Background: an optimization exercise with open tools, aiming at small area and a short achievable clock period. Do not read the settings as production practice. Function was checked by simulation only, so behaviour that the tests miss may differ from the original. Power is estimated from default activity; no workload was simulated.

File: flow/run.sh
#!/bin/bash
# synth_recipe.tcl (not shown) runs the flow's synth.tcl, then flattens the netlist and writes it again
# the make line also repeats each setting of config.mk as NAME=value (left out here)
make -C /OpenROAD-flow-scripts/flow DESIGN_CONFIG=/design/flow/config.mk WORK_HOME=/design/flow/orfs CLKGATE_MAP_FILE= SYNTH_SCRIPT=/design/flow/synth_recipe.tcl finish
File: flow/config.mk
export PLATFORM = sky130hd
export DESIGN_NAME = exu_top
export DESIGN_NICKNAME = exu_top
export VERILOG_FILES = /design/flow/design.v
export SDC_FILE = /design/flow/constraint.sdc
export NUM_CORES = 4
export LEC_CHECK = 0
export CAP_MARGIN = 20
export CORE_MARGIN = 2
export CORE_UTILIZATION = 40
export SLEW_MARGIN = 20
File: flow/constraint.sdc
create_clock -name core_clock -period 15.0 [get_ports {clk}]
set_input_delay 3.0000 -clock core_clock [delete_from_list [all_inputs] [get_ports {clk}]]
set_output_delay 3.0000 -clock core_clock [all_outputs]
set_load 0.01 [all_outputs]
File: flow/design.v
`default_nettype none
package exu_cfg_pkg;
  localparam int XLEN    = 32;
  localparam int RF_NUM  = 32;
  localparam int RFIDX_W = 5;
  localparam int LANE_W  = 8;
  typedef logic [XLEN-1:0]    xlen_t;
  typedef logic [RFIDX_W-1:0] rfidx_t;
endpackage
`default_nettype wire
`default_nettype none
package exu_op_pkg;
  typedef enum logic [2:0] {
    OP_ADD  = 3'd0,
    OP_SUB  = 3'd1,
    OP_AND  = 3'd2,
    OP_OR   = 3'd3,
    OP_XOR  = 3'd4,
    OP_ADDI = 3'd5,
    OP_DOT  = 3'd6,
    OP_LOAD = 3'd7
  } exu_op_t;
endpackage
`default_nettype wire
`default_nettype none
module exu_regfile
(
  input  logic   clk,
  input  logic   i_rst,
  input  exu_cfg_pkg::rfidx_t i_rs1idx,
  input  exu_cfg_pkg::rfidx_t i_rs2idx,
  output exu_cfg_pkg::xlen_t       o_rs1,
  output exu_cfg_pkg::xlen_t       o_rs2,
  input  logic   i_wen,
  input  exu_cfg_pkg::rfidx_t i_wdidx,
  input  exu_cfg_pkg::xlen_t  i_wdat
);
  exu_cfg_pkg::xlen_t regs [exu_cfg_pkg::RF_NUM];
  always_ff @(posedge clk) begin
    if (i_rst) begin
      for (int i = 0; i < exu_cfg_pkg::RF_NUM; i++) begin
        regs[i] <= '0;
      end
    end else if (i_wen && (i_wdidx != '0)) begin
      regs[i_wdidx] <= i_wdat;
    end
  end
  assign o_rs1 = regs[i_rs1idx];
  assign o_rs2 = regs[i_rs2idx];
endmodule
`default_nettype wire
`default_nettype none
module exu_disp
#(
  parameter int OITF_DEPTH = 4,
  localparam int ITAG_W = (OITF_DEPTH > 1) ? $clog2(OITF_DEPTH) : 1
) (
  input  logic              clk,
  input  logic              i_rst,
  input  logic              i_valid,
  output logic                   o_ready,
  input  exu_op_pkg::exu_op_t           i_op,
  input  exu_cfg_pkg::rfidx_t            i_rs1idx,
  input  exu_cfg_pkg::rfidx_t            i_rs2idx,
  input  exu_cfg_pkg::rfidx_t            i_rdidx,
  input  exu_cfg_pkg::xlen_t             i_imm,
  input  exu_cfg_pkg::xlen_t             i_rs1,
  input  exu_cfg_pkg::xlen_t             i_rs2,
  input  logic              i_dis_ready,
  input  logic [ITAG_W-1:0] i_dis_itag,
  input  logic              i_match_rs1,
  input  logic              i_match_rs2,
  input  logic              i_match_rd,
  input  logic              i_oitf_empty,
  output logic                   o_oitf_ena,
  output logic                   o_exu_active,
  output logic                   o_alu_valid,
  input  logic              i_alu_ready,
  output exu_op_pkg::exu_op_t                o_alu_op,
  output exu_cfg_pkg::xlen_t                  o_alu_op1,
  output exu_cfg_pkg::xlen_t                  o_alu_op2,
  output exu_cfg_pkg::rfidx_t                 o_alu_rdidx,
  output logic                   o_alu_rdwen,
  output logic [ITAG_W-1:0]      o_alu_itag
);
  logic is_longp;
  logic rs2en;
  logic rdwen;
  logic dep_stall;
  logic oitf_stall;
  logic wait_q;
  assign is_longp = (i_op == exu_op_pkg::OP_LOAD);
  assign rs2en    = ((i_op != exu_op_pkg::OP_ADDI) && (i_op != exu_op_pkg::OP_LOAD));
  assign rdwen    = (i_rdidx != '0);
  assign dep_stall  = i_match_rs1 | (rs2en & i_match_rs2) | (rdwen & i_match_rd);
  assign oitf_stall = is_longp & ~i_dis_ready;
  assign o_alu_valid = i_valid & ~dep_stall & ~oitf_stall;
  assign o_ready     = ~dep_stall & ~oitf_stall & i_alu_ready;
  assign o_oitf_ena  = o_alu_valid & i_alu_ready & is_longp;
  assign o_alu_op    = i_op;
  assign o_alu_op1   = i_rs1;
  assign o_alu_op2   = rs2en ? i_rs2 : i_imm;
  assign o_alu_rdidx = i_rdidx;
  assign o_alu_rdwen = rdwen;
  assign o_alu_itag  = i_dis_itag;
  always_ff @(posedge clk) begin
    if (i_rst) begin
      wait_q <= 1'b0;
    end else begin
      wait_q <= i_valid & ~o_ready;
    end
  end
  assign o_exu_active = ~i_oitf_empty | i_valid | wait_q;
endmodule
`default_nettype wire
`default_nettype none
module exu_alu
#(
  parameter int ITAG_W = 2
) (
  input  logic              i_valid,
  output logic                   o_ready,
  input  exu_op_pkg::exu_op_t           i_op,
  input  exu_cfg_pkg::xlen_t             i_op1,
  input  exu_cfg_pkg::xlen_t             i_op2,
  input  exu_cfg_pkg::rfidx_t            i_rdidx,
  input  logic              i_rdwen,
  input  logic [ITAG_W-1:0] i_itag,
  output logic                   o_wbck_valid,
  input  logic              i_wbck_ready,
  output exu_cfg_pkg::xlen_t                  o_wbck_wdat,
  output exu_cfg_pkg::rfidx_t                 o_wbck_rdidx,
  output logic                   o_lsu_cmd_valid,
  input  logic              i_lsu_cmd_ready,
  output exu_cfg_pkg::xlen_t                  o_lsu_cmd_addr,
  output logic [ITAG_W-1:0]      o_lsu_cmd_itag
);
  localparam int LANES = exu_cfg_pkg::XLEN / exu_cfg_pkg::LANE_W;
  logic  is_load;
  exu_cfg_pkg::xlen_t sum;
  exu_cfg_pkg::xlen_t dot_sum;
  exu_cfg_pkg::xlen_t result;
  assign is_load = (i_op == exu_op_pkg::OP_LOAD);
  assign sum = i_op1 + i_op2;
  always_comb begin
    exu_cfg_pkg::xlen_t lane_a;
    exu_cfg_pkg::xlen_t lane_b;
    dot_sum = '0;
    for (int i = 0; i < LANES; i++) begin
      lane_a  = exu_cfg_pkg::xlen_t'(i_op1[i*exu_cfg_pkg::LANE_W +: exu_cfg_pkg::LANE_W]);
      lane_b  = exu_cfg_pkg::xlen_t'(i_op2[i*exu_cfg_pkg::LANE_W +: exu_cfg_pkg::LANE_W]);
      dot_sum = dot_sum + lane_a * lane_b;
    end
  end
  always_comb begin
    case (i_op)
      exu_op_pkg::OP_SUB:  result = i_op1 - i_op2;
      exu_op_pkg::OP_AND:  result = i_op1 & i_op2;
      exu_op_pkg::OP_OR:   result = i_op1 | i_op2;
      exu_op_pkg::OP_XOR:  result = i_op1 ^ i_op2;
      exu_op_pkg::OP_DOT:  result = dot_sum;
      default: result = sum;
    endcase
  end
  assign o_wbck_valid = i_valid & ~is_load & i_rdwen;
  assign o_wbck_wdat  = result;
  assign o_wbck_rdidx = i_rdidx;
  assign o_lsu_cmd_valid = i_valid & is_load;
  assign o_lsu_cmd_addr  = sum;
  assign o_lsu_cmd_itag  = i_itag;
  assign o_ready = is_load ? i_lsu_cmd_ready : (~i_rdwen | i_wbck_ready);
endmodule
`default_nettype wire
`default_nettype none
module exu_longp
#(
  parameter int OITF_DEPTH = 4,
  localparam int ITAG_W = (OITF_DEPTH > 1) ? $clog2(OITF_DEPTH) : 1
) (
  input  logic              clk,
  input  logic              i_rst,
  input  logic              i_dis_ena,
  input  exu_cfg_pkg::rfidx_t            i_dis_rdidx,
  input  logic              i_dis_rdwen,
  output logic                   o_dis_ready,
  output logic [ITAG_W-1:0]      o_dis_itag,
  input  exu_cfg_pkg::rfidx_t            i_rs1idx,
  input  exu_cfg_pkg::rfidx_t            i_rs2idx,
  input  exu_cfg_pkg::rfidx_t            i_rdidx,
  input  logic              i_rs1en,
  input  logic              i_rs2en,
  output logic                   o_match_rs1,
  output logic                   o_match_rs2,
  output logic                   o_match_rd,
  output logic                   o_oitf_empty,
  input  logic              i_lsu_valid,
  output logic                   o_lsu_ready,
  input  exu_cfg_pkg::xlen_t             i_lsu_wdat,
  input  logic [ITAG_W-1:0] i_lsu_itag,
  output logic                   o_wbck_valid,
  input  logic              i_wbck_ready,
  output exu_cfg_pkg::xlen_t                  o_wbck_wdat,
  output exu_cfg_pkg::rfidx_t                 o_wbck_rdidx
);
  logic [ITAG_W:0]         alc_ptr;
  logic [ITAG_W:0]         ret_ptr;
  logic [OITF_DEPTH-1:0]   ent_vld;
  exu_cfg_pkg::rfidx_t                  ent_rdidx [OITF_DEPTH];
  logic                    ent_rdwen [OITF_DEPTH];
  logic                    full;
  logic                    head_rdwen;
  logic                    ret_ena;
  logic                    hit_rs1;
  logic                    hit_rs2;
  logic                    hit_rd;
  logic [ITAG_W:0]         alc_ptr_inc;
  logic [ITAG_W:0]         ret_ptr_inc;
  always_comb begin
    if (alc_ptr[ITAG_W-1:0] == ITAG_W'(OITF_DEPTH - 1)) begin
      alc_ptr_inc = {~alc_ptr[ITAG_W], {ITAG_W{1'b0}}};
    end else begin
      alc_ptr_inc = {alc_ptr[ITAG_W], alc_ptr[ITAG_W-1:0] + 1'b1};
    end
    if (ret_ptr[ITAG_W-1:0] == ITAG_W'(OITF_DEPTH - 1)) begin
      ret_ptr_inc = {~ret_ptr[ITAG_W], {ITAG_W{1'b0}}};
    end else begin
      ret_ptr_inc = {ret_ptr[ITAG_W], ret_ptr[ITAG_W-1:0] + 1'b1};
    end
  end
  assign o_oitf_empty = (alc_ptr == ret_ptr);
  assign full         = (alc_ptr[ITAG_W-1:0] == ret_ptr[ITAG_W-1:0])
                      & (alc_ptr[ITAG_W] != ret_ptr[ITAG_W]);
  assign o_dis_ready  = ~full;
  assign o_dis_itag   = alc_ptr[ITAG_W-1:0];
  assign head_rdwen   = ent_rdwen[ret_ptr[ITAG_W-1:0]];
  assign o_lsu_ready  = ~o_oitf_empty & (i_lsu_itag == ret_ptr[ITAG_W-1:0])
                      & (~head_rdwen | i_wbck_ready);
  assign ret_ena      = i_lsu_valid & o_lsu_ready;
  assign o_wbck_valid = i_lsu_valid & ~o_oitf_empty & head_rdwen
                      & (i_lsu_itag == ret_ptr[ITAG_W-1:0]);
  assign o_wbck_wdat  = i_lsu_wdat;
  assign o_wbck_rdidx = ent_rdidx[ret_ptr[ITAG_W-1:0]];
  always_ff @(posedge clk) begin
    if (i_rst) begin
      alc_ptr <= '0;
      ret_ptr <= '0;
      ent_vld <= '0;
    end else begin
      if (i_dis_ena) begin
        ent_vld[alc_ptr[ITAG_W-1:0]] <= 1'b1;
        alc_ptr <= alc_ptr_inc;
      end
      if (ret_ena) begin
        ent_vld[ret_ptr[ITAG_W-1:0]] <= 1'b0;
        ret_ptr <= ret_ptr_inc;
      end
    end
  end
  always_ff @(posedge clk) begin
    if (i_dis_ena) begin
      ent_rdidx[alc_ptr[ITAG_W-1:0]] <= i_dis_rdidx;
      ent_rdwen[alc_ptr[ITAG_W-1:0]] <= i_dis_rdwen;
    end
  end
  always_comb begin
    hit_rs1 = 1'b0;
    hit_rs2 = 1'b0;
    hit_rd  = 1'b0;
    for (int i = 0; i < OITF_DEPTH; i++) begin
      if (ent_vld[i] && ent_rdwen[i]) begin
        hit_rs1 = hit_rs1 | (ent_rdidx[i] == i_rs1idx);
        hit_rs2 = hit_rs2 | (ent_rdidx[i] == i_rs2idx);
        hit_rd  = hit_rd  | (ent_rdidx[i] == i_rdidx);
      end
    end
  end
  assign o_match_rs1 = hit_rs1 & i_rs1en;
  assign o_match_rs2 = hit_rs2 & i_rs2en;
  assign o_match_rd  = hit_rd;
endmodule
`default_nettype wire
`default_nettype none
module exu_wbck
(
  input  logic   i_alu_valid,
  output logic        o_alu_ready,
  input  exu_cfg_pkg::xlen_t  i_alu_wdat,
  input  exu_cfg_pkg::rfidx_t i_alu_rdidx,
  input  logic   i_lp_valid,
  output logic        o_lp_ready,
  input  exu_cfg_pkg::xlen_t  i_lp_wdat,
  input  exu_cfg_pkg::rfidx_t i_lp_rdidx,
  output logic        o_rf_ena,
  output exu_cfg_pkg::rfidx_t      o_rf_rdidx,
  output exu_cfg_pkg::xlen_t       o_rf_wdat
);
  logic alu_grant;
  logic lp_grant;
  assign o_lp_ready  = 1'b1;
  assign o_alu_ready = ~i_lp_valid;
  assign lp_grant  = i_lp_valid & o_lp_ready;
  assign alu_grant = i_alu_valid & o_alu_ready;
  assign o_rf_ena   = lp_grant | alu_grant;
  assign o_rf_rdidx = lp_grant ? i_lp_rdidx : i_alu_rdidx;
  assign o_rf_wdat  = lp_grant ? i_lp_wdat  : i_alu_wdat;
endmodule
`default_nettype wire
`default_nettype none
module exu_top
#(
  parameter int OITF_DEPTH = 4,
  localparam int ITAG_W = (OITF_DEPTH > 1) ? $clog2(OITF_DEPTH) : 1
) (
  input  logic              clk,
  input  logic              i_rst,
  input  logic              i_valid,
  output logic                   o_ready,
  input  exu_op_pkg::exu_op_t           i_op,
  input  exu_cfg_pkg::rfidx_t            i_rs1idx,
  input  exu_cfg_pkg::rfidx_t            i_rs2idx,
  input  exu_cfg_pkg::rfidx_t            i_rdidx,
  input  exu_cfg_pkg::xlen_t             i_imm,
  output logic                   o_lsu_cmd_valid,
  input  logic              i_lsu_cmd_ready,
  output exu_cfg_pkg::xlen_t                  o_lsu_cmd_addr,
  output logic [ITAG_W-1:0]      o_lsu_cmd_itag,
  input  logic              i_lsu_valid,
  output logic                   o_lsu_ready,
  input  exu_cfg_pkg::xlen_t             i_lsu_wdat,
  input  logic [ITAG_W-1:0] i_lsu_itag,
  output logic                   o_wbck_ena,
  output exu_cfg_pkg::rfidx_t                 o_wbck_rdidx,
  output exu_cfg_pkg::xlen_t                  o_wbck_wdat,
  output logic                   o_oitf_empty,
  output logic                   o_exu_active
);
  exu_cfg_pkg::xlen_t               rf_rs1;
  exu_cfg_pkg::xlen_t               rf_rs2;
  logic                alu_valid;
  logic                alu_ready;
  exu_op_pkg::exu_op_t             alu_op;
  exu_cfg_pkg::xlen_t               alu_op1;
  exu_cfg_pkg::xlen_t               alu_op2;
  exu_cfg_pkg::rfidx_t              alu_rdidx;
  logic                alu_rdwen;
  logic [ITAG_W-1:0]   alu_itag;
  logic                oitf_ena;
  logic                dis_ready;
  logic [ITAG_W-1:0]   dis_itag;
  logic                match_rs1;
  logic                match_rs2;
  logic                match_rd;
  logic                alu_wb_valid;
  logic                alu_wb_ready;
  exu_cfg_pkg::xlen_t               alu_wb_wdat;
  exu_cfg_pkg::rfidx_t              alu_wb_rdidx;
  logic                lp_wb_valid;
  logic                lp_wb_ready;
  exu_cfg_pkg::xlen_t               lp_wb_wdat;
  exu_cfg_pkg::rfidx_t              lp_wb_rdidx;
  exu_regfile u_regfile (
    .clk      (clk),          .i_rst    (i_rst),
    .i_rs1idx (i_rs1idx),     .i_rs2idx (i_rs2idx),
    .o_rs1    (rf_rs1),       .o_rs2    (rf_rs2),
    .i_wen    (o_wbck_ena),   .i_wdidx  (o_wbck_rdidx),  .i_wdat (o_wbck_wdat)
  );
  exu_disp #(.OITF_DEPTH(OITF_DEPTH)) u_disp (
    .clk          (clk),          .i_rst        (i_rst),
    .i_valid      (i_valid),      .o_ready      (o_ready),      .i_op     (i_op),
    .i_rs1idx     (i_rs1idx),     .i_rs2idx     (i_rs2idx),     .i_rdidx  (i_rdidx),
    .i_imm        (i_imm),        .i_rs1        (rf_rs1),       .i_rs2    (rf_rs2),
    .i_dis_ready  (dis_ready),    .i_dis_itag   (dis_itag),
    .i_match_rs1  (match_rs1),    .i_match_rs2  (match_rs2),    .i_match_rd (match_rd),
    .i_oitf_empty (o_oitf_empty), .o_oitf_ena   (oitf_ena),     .o_exu_active (o_exu_active),
    .o_alu_valid  (alu_valid),    .i_alu_ready  (alu_ready),    .o_alu_op   (alu_op),
    .o_alu_op1    (alu_op1),      .o_alu_op2    (alu_op2),
    .o_alu_rdidx  (alu_rdidx),    .o_alu_rdwen  (alu_rdwen),    .o_alu_itag (alu_itag)
  );
  exu_alu #(.ITAG_W(ITAG_W)) u_alu (
    .i_valid         (alu_valid),       .o_ready         (alu_ready),
    .i_op            (alu_op),          .i_op1           (alu_op1),
    .i_op2           (alu_op2),         .i_rdidx         (alu_rdidx),
    .i_rdwen         (alu_rdwen),       .i_itag          (alu_itag),
    .o_wbck_valid    (alu_wb_valid),    .i_wbck_ready    (alu_wb_ready),
    .o_wbck_wdat     (alu_wb_wdat),     .o_wbck_rdidx    (alu_wb_rdidx),
    .o_lsu_cmd_valid (o_lsu_cmd_valid), .i_lsu_cmd_ready (i_lsu_cmd_ready),
    .o_lsu_cmd_addr  (o_lsu_cmd_addr),  .o_lsu_cmd_itag  (o_lsu_cmd_itag)
  );
  exu_longp #(.OITF_DEPTH(OITF_DEPTH)) u_longp (
    .clk          (clk),          .i_rst        (i_rst),
    .i_dis_ena    (oitf_ena),     .i_dis_rdidx  (alu_rdidx),    .i_dis_rdwen (alu_rdwen),
    .o_dis_ready  (dis_ready),    .o_dis_itag   (dis_itag),
    .i_rs1idx     (i_rs1idx),     .i_rs2idx     (i_rs2idx),     .i_rdidx     (i_rdidx),
    .i_rs1en      (i_valid),      .i_rs2en      (i_valid),
    .o_match_rs1  (match_rs1),    .o_match_rs2  (match_rs2),    .o_match_rd  (match_rd),
    .o_oitf_empty (o_oitf_empty),
    .i_lsu_valid  (i_lsu_valid),  .o_lsu_ready  (o_lsu_ready),
    .i_lsu_wdat   (i_lsu_wdat),   .i_lsu_itag   (i_lsu_itag),
    .o_wbck_valid (lp_wb_valid),  .i_wbck_ready (lp_wb_ready),
    .o_wbck_wdat  (lp_wb_wdat),   .o_wbck_rdidx (lp_wb_rdidx)
  );
  exu_wbck u_wbck (
    .i_alu_valid (alu_wb_valid), .o_alu_ready (alu_wb_ready),
    .i_alu_wdat  (alu_wb_wdat),  .i_alu_rdidx (alu_wb_rdidx),
    .i_lp_valid  (lp_wb_valid),  .o_lp_ready  (lp_wb_ready),
    .i_lp_wdat   (lp_wb_wdat),   .i_lp_rdidx  (lp_wb_rdidx),
    .o_rf_ena    (o_wbck_ena),   .o_rf_rdidx  (o_wbck_rdidx), .o_rf_wdat (o_wbck_wdat)
  );
endmodule
`default_nettype wire
==> notes.md <==
cell type report:
| cell class | instances | share of cell area |
|---|---|---|
| Clock buffer | 133 | 0.0333 |
| Clock inverter | 66 | 0.00782 |
| Antenna cell | 7 | 0.000209 |
| Timing Repair Buffer | 890 | 0.101 |
| Sequential cell | 1061 | 0.378 |
| Inverter | 421 | 0.0189 |
| Tap cell | 2325 | 0.0347 |
| Multi-Input combinational cell | 3701 | 0.426 |
cells by family after synthesis:
family                     Yosys count
buffers and inverters              877
adders and majority gates          449
xor gates and xnor gates           160
DFF                               1061
AOI/OAI and AO/OA                  755
and+or+nand+nor                   1602
other                                1
muxes                              703
cell usage after synthesis, types with 22 or more instances:
master / number
nor2_1: 1100
edfxtp_1: 1048
mux4_2: 624
inv_1: 416
a21oi_1: 324
clkbuf_1: 324
ha_1: 271
nand2_1: 242
fa_1: 178
xnor2_1: 109
o21ai_0: 108
nor3_1: 76
buf_2: 74
mux2i_1: 66
xor2_1: 51
buf_1: 49
nand2b_1: 49
o21bai_1: 36
a211oi_2: 31
a21o_1: 29
and2_1: 22
cell usage in the layout, fill, tap and decap left out, types with 98 or more instances in the layout:
| master | n |
|---|---|
| mux4_2 | 624 |
| edfxtp_1 | 1048 |
| buf_4 | 620 |
| inv_1 | 415 |
| xnor2_1 | 105 |
| clkbuf_16 | 114 |
| nand2_1 | 207 |
| nor2_1 | 1096 |
| a21oi_1 | 282 |
| clkdlybuf4s50_1 | 144 |
| fa_1 | 178 |
| o21ai_0 | 98 |
| ha_1 | 267 |
power breakdown:
| group | leakage (nW) | internal, W | switching (W) |
|---|---|---|---|
| sequential | 10.9 | 0.00337 | 0.0000616 |
| combinational | 20.2 | 0.00405 | 0.00516 |
| clock | 1.67 | 0.00151 | 0.00121 |
worst max-delay path: cells and delay by family:
family,cells,cell delay [ps]
buffers and inverters,12,1620
muxes,2,1020
and+or+nand+nor,4,780
xor gates and xnor gates,1,200
adders and majority gates,9,3740
AOI/OAI and AO/OA,9,1350
how the worst max path moves through the flow:
stage,endpoint,cells after the start
6_report,o_wbck_wdat[13],37
5_1_grt,o_wbck_wdat[12],42
4_1_cts,o_wbck_wdat[15],43
3_5_place_dp,o_wbck_wdat[13],37
3_3_place_gp,o_wbck_wdat[17],38
2_1_floorplan,o_wbck_wdat[16],34
metrics by stage:
stage	cells	hold slack (ps)	total power (W)	util	area (sq um)
floorplan	5639	490	0.00749	-	70100
global placement	8359	511	0.0118	0.456	79200
CTS	8571	533	0.0149	0.479	83200
finish	8604	537	0.0154	0.482	83900
global route	8601	555	0.0161	0.482	83900
detailed placement	8359	520	0.0118	0.456	79200
metal layers:
layer / track usage / wire, um
met2: 0.510 / 135000
met5: 0.00215 / 99
met4: 0.223 / 23700
met3: 0.0896 / 35500
met1: 0.386 / 99300
registers in the layout, summed over array words and instances (netlist names), named ones only:
name               flops
u_regfile.regs      1024
u_disp.wait_q          1
u_longp.ent_rdwen      4
u_longp.ret_ptr        3
u_longp.alc_ptr        3
u_longp.ent_rdidx     20
u_longp.ent_vld        4
repair_timing:
action,4_1_cts,5_1_grt
gates cloned,4,6
setup buffers,9,20
gates resized for setup,71,88
hold endpoints to repair,0,0
pin swaps,10,32
setup endpoints to repair,8,8
==> impl_metrics.py <==
metrics = {
    "worst_setup_path": {
        "reg2reg_to": "u_regfile.regs[1][15]$_SDFFCE_PN0P_",
        "cp-end-kind": "output port",
        "worstSetupPathType": "in2out",
        "worstRegToRegCells": 37,
        "r2r_start": "u_regfile.regs[31][11]$_SDFFCE_PN0P_",
        "start_kind": "primary input",
        "cp.arrival_ps": 11750,
        "reg2reg_slack_ps": 5820,
        "cpMaxStageDelayCell": "fa_1",
        "slowest_delay_ps": 570,
        "critical_path.most_common_cell": "fa_1",
        "cp_max_fo": 6,
        "crit_path_start": "i_rs2idx[0]",
        "crit_required_ps": 12000,
    },
    "clock_network": {
        "cts_root_buf": "clkbuf_16",
        "cts_htree_levels": 3,
        "path_clk_slew_ps": 60,
        "cts_num_sinks": 1061,
        "cts_tree": "done",
        "cts_buffers": 106,
        "cts.path.max_buffers": 3,
        "clk_latency_ps": 750,
        "hold_buffers": 0,
    },
    "global_route": {
        "grt_pass1_wl_um": 406000,
        "grt_max_degree": 58,
        "antenna_found_initial": 15,
        "grt_pass1_vias": 53695,
        "track_usage": 0.323,
        "grt.overflow.total": 0,
    },
    "layout": {
        "register_area_sq_um": 31700,
        "drive_gt1_frac": 0.282,
        "fin_nets": 6719,
        "area.growth.synth_to_final_pct": 20.0,
        "fillCellCount": 15526,
        "multi_input_area_sq_um": 35700,
    },
    "drt": {
        "drtAntennaViolNets": 0,
        "vias_per_cell": 6.28,
        "remaining_drc_errors": 0,
        "vias": 54016,
        "drt_wl_total_um": 293000,
        "drtIter0Drc": 7540,
        "routedWlPerCell_um": 34.1,
        "first_pass_iters": 8,
    },
    "floorplanning": {
        "die_area_sq_um": 178000,
        "initial_core_util": 0.402,
        "rows": 153,
        "fp.dieW_um": 422,
        "fp.coreArea_sq_um": 174000,
        "die_y_um": 422,
        "io_pins": 166,
    },
    "sta": {
        "tightest_slew_ps": 1180,
        "fin_tns_setup_ps": 0,
        "fmaxAchievable_ghz": 0.0678,
        "finalCritPeriodShare": 0.984,
        "setup-violations-final": 0,
        "finalClockSkew_ps": 35.8,
        "hold_viol": 0,
        "slew_violations": 0,
        "min_period_ps": 14750,
        "worst_slack_ps": 246,
        "relSlewSlack": 0.212,
    },
    "logic_synthesis": {
        "ys_async_sr_fraction": 0,
        "yosys.area_share.simple": 0.0941,
        "synth-seq-cells": 1061,
        "synth_area_leader_cell": "edfxtp_1",
        "synth_top_cell_area_share": 0.450,
        "ys_types": 88,
        "synth-adder-area-share": 0.0995,
        "syn_inst": 5608,
        "synth_area_leaders": "edfxtp_1 (45%), mux4_2 (20%), nor2_1 (5.9%)",
        "synthXorXnorAreaFrac": 0.0200,
        "postSynthAreaPerCell_sq_um": 12.5,
        "netlist_area_sq_um": 69900,
        "synthMuxAreaShare": 0.213,
        "synthFlopType": "edfxtp_1",
        "synth-seq-area-share": 0.454,
        "synth_top_family_by_area": "multiplexers",
        "synth_edf_count": 1048,
        "yosys_warnings": 4,
        "synth-compound-area-share": 0.0707,
    },
    "worst_hold_path": {
        "hold_depth": 2,
        "hp-start": "u_longp.ent_vld[2]$_SDFF_PP0_",
        "holdCritPathClass": "reg2reg",
        "whs_endpoint": "u_longp.ent_vld[2]$_SDFF_PP0_",
    },
    "placed_design": {
        "numPortBuffers": 165,
        "preCtsSetupSlack_ps": -649,
        "dp_hpwl_um": 197000,
        "gp_congestion": 0.967,
    },
    "pwr": {
        "powerDensity_nw_per_um2": 183,
        "leakage_nw": 32.8,
        "ir_drop_v": 0.000608,
    },
    "run": {
        "maxCapViolations": 0,
    },
    "status": {
        "status": "finished clean",
    },
}

==> re-timing with driven ports <==
The results above use ideal ports. As a check the final layout listed here was re-extracted and re-timed, cells and wires unchanged. Step 1: set_driving_cell puts a clkbuf_16 on clk and a buf_2 on each other input, an assumption about the parent block. Step 2 moves the port delays by t, midway between the first and last clock arrival at a register: inputs arrive t later, outputs are due t later. That takes back most of the time a late clock gives input paths. Three values: ideal ports, drivers, drivers and shift; two values: the first two.
t (ns): 0.805
slack for setup (ns): 0.246 / 0.000 / 0.000
cell pins on the clock port's net: 1
The setup slack of this run moves by -0.246 ns with the drivers and by -0.246 ns with both steps.
